From an optimization exercise on the open Yosys and OpenROAD flow, aimed at a short achievable clock period and few clock cycles; shortcuts taken in it are not production practice. The RTL was checked by simulation tests, not by an equivalence proof against the original design. Power figures rest on the tool's default switching activity, not on a simulated workload.

Design processor, start of the top module:
module processor #(
    parameter logic [isa_pkg::xlen-1:0] reset_pc = '0
) (
    input  logic            clock,
    input  logic            rst,
    output logic [isa_pkg::xlen-1:0] address_imem,
    input  logic [isa_pkg::xlen-1:0] q_imem,
    output logic [isa_pkg::xlen-1:0] address_dmem,
    output logic [isa_pkg::xlen-1:0] data,
    output logic            wren,
    input  logic [isa_pkg::xlen-1:0] q_dmem,
    output logic            ctrl_writeEnable,
    output logic [4:0]      ctrl_writeReg,
    output logic [4:0]      ctrl_readRegA,
    output logic [4:0]      ctrl_readRegB,
    output logic [isa_pkg::xlen-1:0] data_writeReg,
    input  logic [isa_pkg::xlen-1:0] data_readRegA,
    input  logic [isa_pkg::xlen-1:0] data_readRegB
);
Size in the first run: about 280 I/O pins, ~48000 µm² of cells after synthesis.
==> flow/config.mk <==
export PLATFORM = sky130hd
export DESIGN_NAME = processor
export DESIGN_NICKNAME = processor
export VERILOG_FILES = /design/flow/design.v
export SDC_FILE = /design/flow/constraint.sdc
export NUM_CORES = 4
export LEC_CHECK = 0
export CAP_MARGIN = 20
export CORE_MARGIN = 2
export CORE_UTILIZATION = 40
export SETUP_SLACK_MARGIN = 3.6
export SLEW_MARGIN = 20
export SYNTH_HIERARCHICAL = 1
==> flow/constraint.sdc <==
create_clock -name core_clock -period 6.0 [get_ports {clock}]
set_input_delay 1.2000 -clock core_clock [delete_from_list [all_inputs] [get_ports {clock}]]
set_output_delay 1.2000 -clock core_clock [all_outputs]
set_load 0.01 [all_outputs]
run.sh (not shown) runs the stock make flow with config.mk's settings and CLKGATE_MAP_FILE= SYNTH_SCRIPT=/design/flow/synth_recipe.tcl, a recipe that flattens the netlist after the stock synthesis.
The starting point passed the timing, design-rule and antenna checks.
Testbench counts at the start, summed over its fixed seeds: cycles 15,839.
Change:
--- a/flow/design.v
+++ b/flow/design.v
@@ -13,20 +13,44 @@
     localparam logic [4:0] fn_and = 5'd2;
     localparam logic [4:0] fn_or  = 5'd3;
     localparam logic [4:0] fn_sll = 5'd4;
     localparam logic [4:0] fn_sra = 5'd5;
     localparam logic [4:0] status_reg = 5'd30;  
     localparam logic [1:0] code_add  = 2'd1;
     localparam logic [1:0] code_addi = 2'd2;
     localparam logic [1:0] code_sub  = 2'd3;
 endpackage
 `timescale 1ns/1ps
+module fetch_stage (
+    input  logic [31:0] bht,
+    input  logic [4:0]  pc_lo,         
+    input  logic [4:0]  offset,        
+    input  logic        f_bht,         
+    input  logic        is_j,
+    input  logic        pred_t,
+    input  logic        stall,
+    input  logic        redirect,
+    input  logic        bht_redirect,  
+    output logic        f_bht_next
+);
+    logic [63:0] bht_dbl;
+    logic [31:0] bht_rot;
+    assign bht_dbl = {1'b0, bht, bht[31:1]};    
+    assign bht_rot = bht_dbl[pc_lo +: 32];
+    always_comb begin
+        if (redirect)    f_bht_next = bht_redirect;
+        else if (stall)  f_bht_next = f_bht;
+        else if (is_j)   f_bht_next = bht[offset];
+        else if (pred_t) f_bht_next = bht_rot[offset];
+        else             f_bht_next = bht_rot[0];
+    end
+endmodule
 `timescale 1ns/1ps
 `timescale 1ns/1ps
 `timescale 1ns/1ps
 module add16 (
     input  logic [15:0] a,
     input  logic [15:0] b,
     input  logic        cin,
     output logic [15:0] s,
     output logic        cout
 );
@@ -243,31 +267,32 @@
     assign f_jtarget = {{5{q_imem[26]}}, q_imem[26:0]};
     logic f_bht, f_bht_next, f_bht_redirect;
     assign f_pred_t = f_is_br && (q_imem[16] || f_bht);
     always_comb begin
         if (f_is_j)        f_next = f_jtarget;
         else if (f_pred_t) f_next = f_btarget;
         else               f_next = pc_inc;
     end
     assign f_ra = f_is_br ? q_imem[26:22] : q_imem[21:17];
     assign f_rb = f_is_br ? q_imem[21:17] : (f_is_sw ? q_imem[26:22] : q_imem[16:12]);
-    logic [63:0] bht_dbl;
-    logic [31:0] bht_rot;
-    assign bht_dbl = {1'b0, bht, bht[31:1]};    
-    assign bht_rot = bht_dbl[pc[4:0] +: 32];
-    always_comb begin
-        if (redirect)                f_bht_next = f_bht_redirect;
-        else if (stall)              f_bht_next = bht[pc[4:0]];
-        else if (f_is_j)             f_bht_next = bht[q_imem[4:0]];
-        else if (f_pred_t)           f_bht_next = bht_rot[q_imem[4:0]];
-        else                         f_bht_next = bht[pc_inc[4:0]];
-    end
+    fetch_stage i_fetch_bht (
+        .bht          (bht),
+        .pc_lo        (pc[4:0]),
+        .offset       (q_imem[4:0]),
+        .f_bht        (f_bht),
+        .is_j         (f_is_j),
+        .pred_t       (f_pred_t),
+        .stall        (stall),
+        .redirect     (redirect),
+        .bht_redirect (f_bht_redirect),
+        .f_bht_next   (f_bht_next)
+    );
     always_ff @(posedge clock) begin
         if (rst) begin
             f_bht <= 1'b0;
         end else begin
             f_bht <= f_bht_next;
         end
     end
     always_ff @(posedge clock) begin
         if (rst) begin
             pc <= reset_pc;
Result: Register-to-register slack gets worse by 0.11 ns. Power goes up by 1.2%. Die area drops by 1.1%. Global-route usage grows by 0.87 points. First-iteration DRC count is lower by 2.7%. Sequential share of layout area rose by 0.43 points. Fmax fell by 3.4%. Via count goes up by 0.91%. Critical path depth went down by 1. Clock power rose by 9.2%. Cell count fell by 0.43%. Design area decreases by 1.5%.
Testbench counts after the change, summed over its fixed seeds: cycles 15,839.

* * *

processor, a different RTL version from the one above (not shown whole).
For scale: ~4,300 cells after synthesis, about 910 flip-flops, roughly 280 I/O pins, ~44,000 sq um of cells after synthesis.
export LEC_CHECK = 0
export CAP_MARGIN = 20
export CORE_MARGIN = 2
export CORE_UTILIZATION = 40
export SETUP_SLACK_MARGIN = 3.6
export SLEW_MARGIN = 20
export SYNTH_HIERARCHICAL = 1
create_clock -name core_clock -period 6.0 [get_ports {clock}]
Testbench counts at the start, summed over its fixed seeds: cycles 15,857.
==> next run, changes <==
--- a/flow/design.v
+++ b/flow/design.v
@@ -147,37 +147,34 @@
     input  logic        m_cy_n,       
     input  logic        m_cx_t,
     input  logic        m_cx_n,
     input  logic        m_cd_t,
     input  logic        m_cd_n,
     input  logic        y_valid,
     input  logic        x_valid,
     input  logic        d_valid,
     input  logic        x_fwd1,       
-    input  logic        d_took_x,     
-    input  logic        d_took_y,     
     input  logic        y_dep_x,      
     input  logic        x_dep_y,      
     output logic        kill_y,
     output logic        kill_x,
     output logic        kill_d,
     output logic        redirect,
     output logic [1:0]  redirect_sel  
 );
-    logic ok_y, cont_x, cont_d, refetch_x, refetch_d, stop_x, stop_d;
+    logic ok_y, cont_x, cont_d, refetch_x, stop_x, stop_d;
     logic br_kill_y, br_kill_x, br_redirect, replay_y, replay_x;
     assign ok_y   = y_valid && (m_taken ? m_cy_t : m_cy_n);
     assign cont_x = x_valid && (m_taken ? m_cx_t : m_cx_n);
     assign cont_d = d_valid && (m_taken ? m_cd_t : m_cd_n);
-    assign refetch_x = y_valid && (x_fwd1 || d_took_y);
-    assign refetch_d = d_took_x || d_took_y;
+    assign refetch_x = y_valid && x_fwd1;
     assign stop_x = !ok_y && cont_x && !refetch_x;
-    assign stop_d = !ok_y && !cont_x && cont_d && !refetch_d;
+    assign stop_d = !ok_y && !cont_x && cont_d;
     assign br_kill_y   = m_cti && !ok_y;
     assign br_kill_x   = br_kill_y && !stop_x;
     assign br_redirect = br_kill_x && !stop_d;
     assign replay_y = m_exc && y_dep_x;
     assign replay_x = m_exc && x_dep_y && !replay_y;
     assign kill_y   = br_kill_y || replay_y;
     assign kill_x   = br_kill_x || replay_y || replay_x;
     assign kill_d   = br_redirect || replay_y || replay_x;
     assign redirect = kill_d;
@@ -331,36 +328,49 @@
     logic [4:0]  x_rd;
     logic        y_valid, y_wr_rd, y_late;
     logic [1:0]  y_code;
     logic [4:0]  y_rd;
     logic [15:0] y_lo;
     logic        m_wr_final;
     logic [4:0]  m_dest_final;
     logic [31:0] m_value;
     logic d_m1a, d_m1b, d_m2a, d_m2b, d_m3a, d_m3b;
-    assign d_m1a = x_wr_rd && (x_rd == d_ra);
-    assign d_m1b = x_wr_rd && (x_rd == d_rb);
-    assign d_m2a = y_wr_rd && (y_rd == d_ra);
-    assign d_m2b = y_wr_rd && (y_rd == d_rb);
+    assign d_m1a = x_wr_rd && !kill_x && (x_rd == d_ra);
+    assign d_m1b = x_wr_rd && !kill_x && (x_rd == d_rb);
+    assign d_m2a = y_wr_rd && !kill_y && (y_rd == d_ra);
+    assign d_m2b = y_wr_rd && !kill_y && (y_rd == d_rb);
     assign d_m3a = m_wr_final && (m_dest_final == d_ra);
     assign d_m3b = m_wr_final && (m_dest_final == d_rb);
     logic [31:0] d_rega, d_regb;
     always_comb begin
         d_rega = d_m3a ? m_value : data_readRegA;
         d_regb = d_m3b ? m_value : data_readRegB;
         if (d_m2a) d_rega[15:0] = y_lo;
         if (d_m2b) d_regb[15:0] = y_lo;
     end
     logic d_rd_x, d_rd_y;
     assign d_rd_x = (d_use_a && x_rd == d_ra) || (d_use_b && x_rd == d_rb);
     assign d_rd_y = (d_use_a && y_rd == d_ra) || (d_use_b && y_rd == d_rb);
-    assign stall  = d_valid &&
-                    ((x_late && x_wr_rd && d_rd_x) || (y_late && y_wr_rd && d_rd_y));
+    logic stall_mv, stall_hold, stall_next;
+    logic f_rd_d, f_rd_x;
+    assign f_rd_d = (f_use_a && f_ra == d_rd) || (f_use_b && f_rb == d_rd);
+    assign f_rd_x = (f_use_a && f_ra == x_rd) || (f_use_b && f_rb == x_rd);
+    assign stall_mv   = (d_valid && d_late && d_wr_rd && f_rd_d) ||
+                        (x_late && x_wr_rd && !kill_x && f_rd_x);
+    assign stall_hold = d_valid && x_late && x_wr_rd && !kill_x && d_rd_x;
+    assign stall_next = redirect ? 1'b0 : (stall ? stall_hold : stall_mv);
+    always_ff @(posedge clock) begin
+        if (rst) begin
+            stall <= 1'b0;
+        end else begin
+            stall <= stall_next;
+        end
+    end
     logic d_dep_x, d_dep_y;
     assign d_dep_x = (x_code != 2'd0) &&
                      ((d_use_a && (d_ra == x_rd || d_ra == isa_pkg::status_reg)) ||
                       (d_use_b && (d_rb == x_rd || d_rb == isa_pkg::status_reg)));
     assign d_dep_y = (y_code != 2'd0) &&
                      ((d_use_a && (d_ra == y_rd || d_ra == isa_pkg::status_reg)) ||
                       (d_use_b && (d_rb == y_rd || d_rb == isa_pkg::status_reg)));
     logic        x_is_lw, x_is_sw, x_is_bne, x_is_blt, x_is_j;
     logic        x_dep_x, x_dep_y, x_fwd1;
@@ -603,20 +613,18 @@
         .m_cy_n       (m_cy_n),
         .m_cx_t       (m_cx_t),
         .m_cx_n       (m_cx_n),
         .m_cd_t       (m_cd_t),
         .m_cd_n       (m_cd_n),
         .y_valid      (y_valid),
         .x_valid      (x_valid),
         .d_valid      (d_valid),
         .x_fwd1       (x_fwd1),
-        .d_took_x     (d_m1a || d_m1b),
-        .d_took_y     (d_m2a || d_m2b),
         .y_dep_x      (y_dep_x),
         .x_dep_y      (x_dep_y),
         .kill_y       (kill_y),
         .kill_x       (kill_x),
         .kill_d       (kill_d),
         .redirect     (redirect),
         .redirect_sel (redirect_sel)
     );
     always_comb begin
- utilization came out higher by 1.0 points
- via count came out higher by 1.8%
- cell area came out higher by 3.2%
- setup slack gains 120 ps
- wire length came out lower by 1.8%
- power came out higher by 3.3%
- count of clock-buffer cells in the layout came out higher by 5
- area after synthesis came out higher by 0.86%
- combinational power came out higher by 8.9%
- synthesized cell count came out higher by 1.9%
Testbench counts after the change, summed over its fixed seeds: cycles 15,839.

[afterwards: timing with drivers on the ports]
The flow's constraints put no driver on any port. The routed layouts listed below were extracted and timed again, unchanged, in two steps. Step 1, drivers: a clkbuf_16 drives clock and a buf_2 each remaining input, both assumed. Step 2 also shifts input and output timing later by t, the mid clock arrival at the registers, as if the neighbouring blocks saw the same clock. Three values: ideal, step 1, step 2; two values: the first two.
run | shift t [ns] | setup WS [ns] | worst register clock-pin slew, ns | worst data-port slew with drivers (ns) | pins driven straight from the clock port
the first run of note 1 | 0.773 | 2.984 / 2.984 / 2.292 | 0.07 / 0.07 | 0.18 | 1
the second run of note 1 | 0.766 | 2.877 / 2.877 / 2.154 | 0.07 / 0.07 | 0.09 | 1
the first run of note 2 | 0.768 | 2.835 / 2.815 / 2.047 | 0.07 / 0.07 | 0.16 | 1
the second run of note 2 | 0.774 | 2.950 / 2.946 / 2.172 | 0.07 / 0.07 | 0.12 | 1
After both steps setup and hold are still met in every run listed. The setup slack of the first run of note 2, which loses most, moves by -0.020 ns with the drivers and by -0.788 ns with both steps.
